What follows belongs to an exercise in optimizing a design on an open flow for a short achievable clock period and few clock cycles; a production flow would make more cautious choices. Only simulation tests tie the RTL to the original design; equivalence was not proved.

main:
==> flow/design.v (excerpt) <==
module cpu (
	input  logic                 clock_i,
	input  logic                 rst_i,
	input  logic [31:0]          inst_i,
	input  logic [32-1:0] load_data_i,
	output logic [32-1:0] pc_o,
	output logic [32-1:0] address_o,
	output logic [32-1:0] store_data_o,
	output logic                 mem_load_o,
	output logic                 mem_store_o
);
==> flow/config.mk <==
export PLATFORM = sky130hd
export DESIGN_NAME = cpu
export DESIGN_NICKNAME = cpu
export VERILOG_FILES = /design/flow/design.v
export SDC_FILE = /design/flow/constraint.sdc
export NUM_CORES = 4
export LEC_CHECK = 0
export CAP_MARGIN = 20
export CELL_PAD_IN_SITES_GLOBAL_PLACEMENT = 1
export CORE_MARGIN = 2
export CORE_UTILIZATION = 40
export PLACE_DENSITY = 0.5
export SETUP_SLACK_MARGIN = 5
export SLEW_MARGIN = 20
export SYNTH_HIERARCHICAL = 1
export SYNTH_MINIMUM_KEEP_SIZE = 0
==> flow/constraint.sdc <==
create_clock -name core_clock -period 10.0 [get_ports {clock_i}]
set_input_delay 2.0000 -clock core_clock [delete_from_list [all_inputs] [get_ports {clock_i}]]
set_output_delay 2.0000 -clock core_clock [all_outputs]
set_load 0.01 [all_outputs]
standard.sh (not shown) runs the stock make flow with config.mk's settings and CLKGATE_MAP_FILE= SYNTH_SCRIPT=/design/flow/synth_recipe.tcl, a recipe that flattens the netlist after the stock synthesis.
==> flow/flow/run.sh <==
#!/bin/bash
set -euo pipefail
MARGIN=$(cat flow/margin.txt)
bash standard.sh synth > synth.log 2>&1
bash standard.sh SETUP_SLACK_MARGIN=$MARGIN finish > layout.log 2>&1
==> flow/flow/margin.txt <==
7
main: no failed stages, no open violations at the end
Testbench counts of main, summed over its fixed seeds: cycles 18,272.
Input-level comparison between the feature branch and main:
-- flow/design.v --
<<< main, line 197
	output logic                 jal_o,      
	output logic                 br_o,       
	output logic [32-1:0] tgt_j_o,    
	output logic [32-1:0] tgt_b_o     
>>> the feature branch, line 197
	output logic                 jal_o,      
	output logic                 br_o,       
	output logic                 isbr_o,     
	output logic [32-1:0] tgt_j_o,    
	output logic [32-1:0] tgt_b_o     
<<< main, line 221
	assign same = inst_i[19:15] == inst_i[24:20];
	assign br_o = is_br && (same ? !inst_i[12] : (inst_i[12] || inst_i[31]));
	assign imm_b = {{(W-12){inst_i[31]}}, inst_i[7], inst_i[30:25], inst_i[11:8], 1'b0};
	assign imm_j = {{(W-20){inst_i[31]}}, inst_i[19:12], inst_i[20], inst_i[30:21], 1'b0};
>>> the feature branch, line 222
	assign same = inst_i[19:15] == inst_i[24:20];
	assign br_o = is_br && (same ? !inst_i[12] : (inst_i[12] || inst_i[31]));
	assign isbr_o = is_br;
	assign imm_b = {{(W-12){inst_i[31]}}, inst_i[7], inst_i[30:25], inst_i[11:8], 1'b0};
	assign imm_j = {{(W-20){inst_i[31]}}, inst_i[19:12], inst_i[20], inst_i[30:21], 1'b0};
<<< main, line 257
	output logic                 mem_store_o
);
	logic [32-1:0] pc, pc4, npc, npc_other, if_tgt_j, if_tgt_b, pc_out, npc_out;
	logic                 if_jal, if_br, if_taken, if_keep;
	logic                 d_valid;
	logic [32-1:0] d_pc4, d_tgt_b;
>>> the feature branch, line 259
	output logic                 mem_store_o
);
	logic [32-1:0] pc, pc4, npc, npc_other, if_tgt_j, if_tgt_b;
	logic                 if_jal, if_br, if_taken, if_keep, if_br_h, if_isbr;
	logic                 d_valid;
	logic [32-1:0] d_pc4, d_tgt_b;
<<< main, line 287
		.pc_i(pc),
		.jal_o(if_jal),
		.br_o(if_br),
		.tgt_j_o(if_tgt_j),
		.tgt_b_o(if_tgt_b)
>>> the feature branch, line 289
		.pc_i(pc),
		.jal_o(if_jal),
		.br_o(if_br_h),
		.isbr_o(if_isbr),
		.tgt_j_o(if_tgt_j),
		.tgt_b_o(if_tgt_b)
<<< main, line 303
	end
	assign if_keep = !m_mis && !id_mis && !stall;
	assign if_taken = if_jal || if_br;
	assign npc = ({32{if_keep && if_jal}} & if_tgt_j) |
		({32{if_keep && if_br}} & if_tgt_b) |
		({32{!(if_keep && if_taken)}} & npc_other);
	always_comb begin
		if (if_keep && if_jal)
			npc_out = if_tgt_j;
		else if (if_keep && if_br)
			npc_out = if_tgt_b;
		else
			npc_out = npc_other;
	end
	always_ff @(posedge clock_i) begin
		if (rst_i) begin
			pc <= 32'h0000_0000;
			pc_out <= 32'h0000_0000;
		end else begin
			pc <= npc;
			pc_out <= npc_out;
		end
	end
	assign pc_o = pc_out;
	assign if_rs1 = inst_i[6:0] == 7'b0110011 || inst_i[6:0] == 7'b0010011 ||
		inst_i[6:0] == 7'b0000011 || inst_i[6:0] == 7'b0100011 || inst_i[6:0] == 7'b1100011;
>>> the feature branch, line 306
	end
	assign if_keep = !m_mis && !id_mis && !stall;
	assign if_br = if_br_h;
	assign if_taken = if_jal || if_br;
	assign npc = ({32{if_keep && if_jal}} & if_tgt_j) |
		({32{if_keep && if_br}} & if_tgt_b) |
		({32{!(if_keep && if_taken)}} & npc_other);
	always_ff @(posedge clock_i) begin
		if (rst_i)
			pc <= 32'h0000_0000;
		else
			pc <= npc;
	end
	assign pc_o = pc;
	assign if_rs1 = inst_i[6:0] == 7'b0110011 || inst_i[6:0] == 7'b0010011 ||
		inst_i[6:0] == 7'b0000011 || inst_i[6:0] == 7'b0100011 || inst_i[6:0] == 7'b1100011;
[summary]
- No stage failed in the feature branch, and the final checks on the layout all came back clean.
- For the feature branch, the startpoint-to-endpoint class of the critical path was flip-flop to flip-flop, unlike main, where it was input pin to flip-flop.
- Share of final layout cell area taken by non-clock buffers: the feature branch and main compared, lower one is the feature branch
- Compared to main, the feature branch has post-synthesis instance area 2.0% lower.
- From main to the feature branch the numbers moved as follows: final critical delay including setup and external delays increased 0.016 ns; number of iterations in the first detailed-routing pass increased 1; critical path depth decreased 3; number of post-CTS setup repair buffers decreased 22.
- Delta(multi-input combinational cell count, the feature branch - main) < 0
- Number of instances in the synthesized netlist is lower on the feature branch
- Diff main..the feature branch | count of buffers inserted at the top-level ports | unchanged
- The feature branch against main: wire length of the first global-routing pass went down 4.6%; post-layout instance area down 3700 um^2; TritonCTS sink count now sits lower; number of non-clock buffers in the layout shows a reduction of about 8%.
- Utilization after layout: the feature branch vs main down 0.66 points
Testbench counts of the feature branch, summed over its fixed seeds: cycles 18,272.

## re-timing with driven ports
The flow's constraints put no driver on any port. The routed layouts listed below were extracted and timed again, unchanged, in two steps. Step 1 sets driving cells, clkbuf_16 on the clock port and buf_2 on the other inputs (assumed; they add their load-dependent delay and slew). Step 2 moves the port delays by t, midway between the first and last clock arrival at a register: inputs arrive t later, outputs are due t later. That takes back most of the time a late clock gives input paths. Three values: ideal ports, drivers, drivers and shift; two values: the first two.
run	t, ns	setup slack, ns	worst setup path after step 2
main	0.951	6.348 / 6.343 / 5.392	input to register
the feature branch	0.917	6.331 / 6.331 / 5.590	input to register
After both steps setup and hold are still met in every run listed. The setup slack of main, which loses most, moves by -0.005 ns with the drivers and by -0.956 ns with both steps.
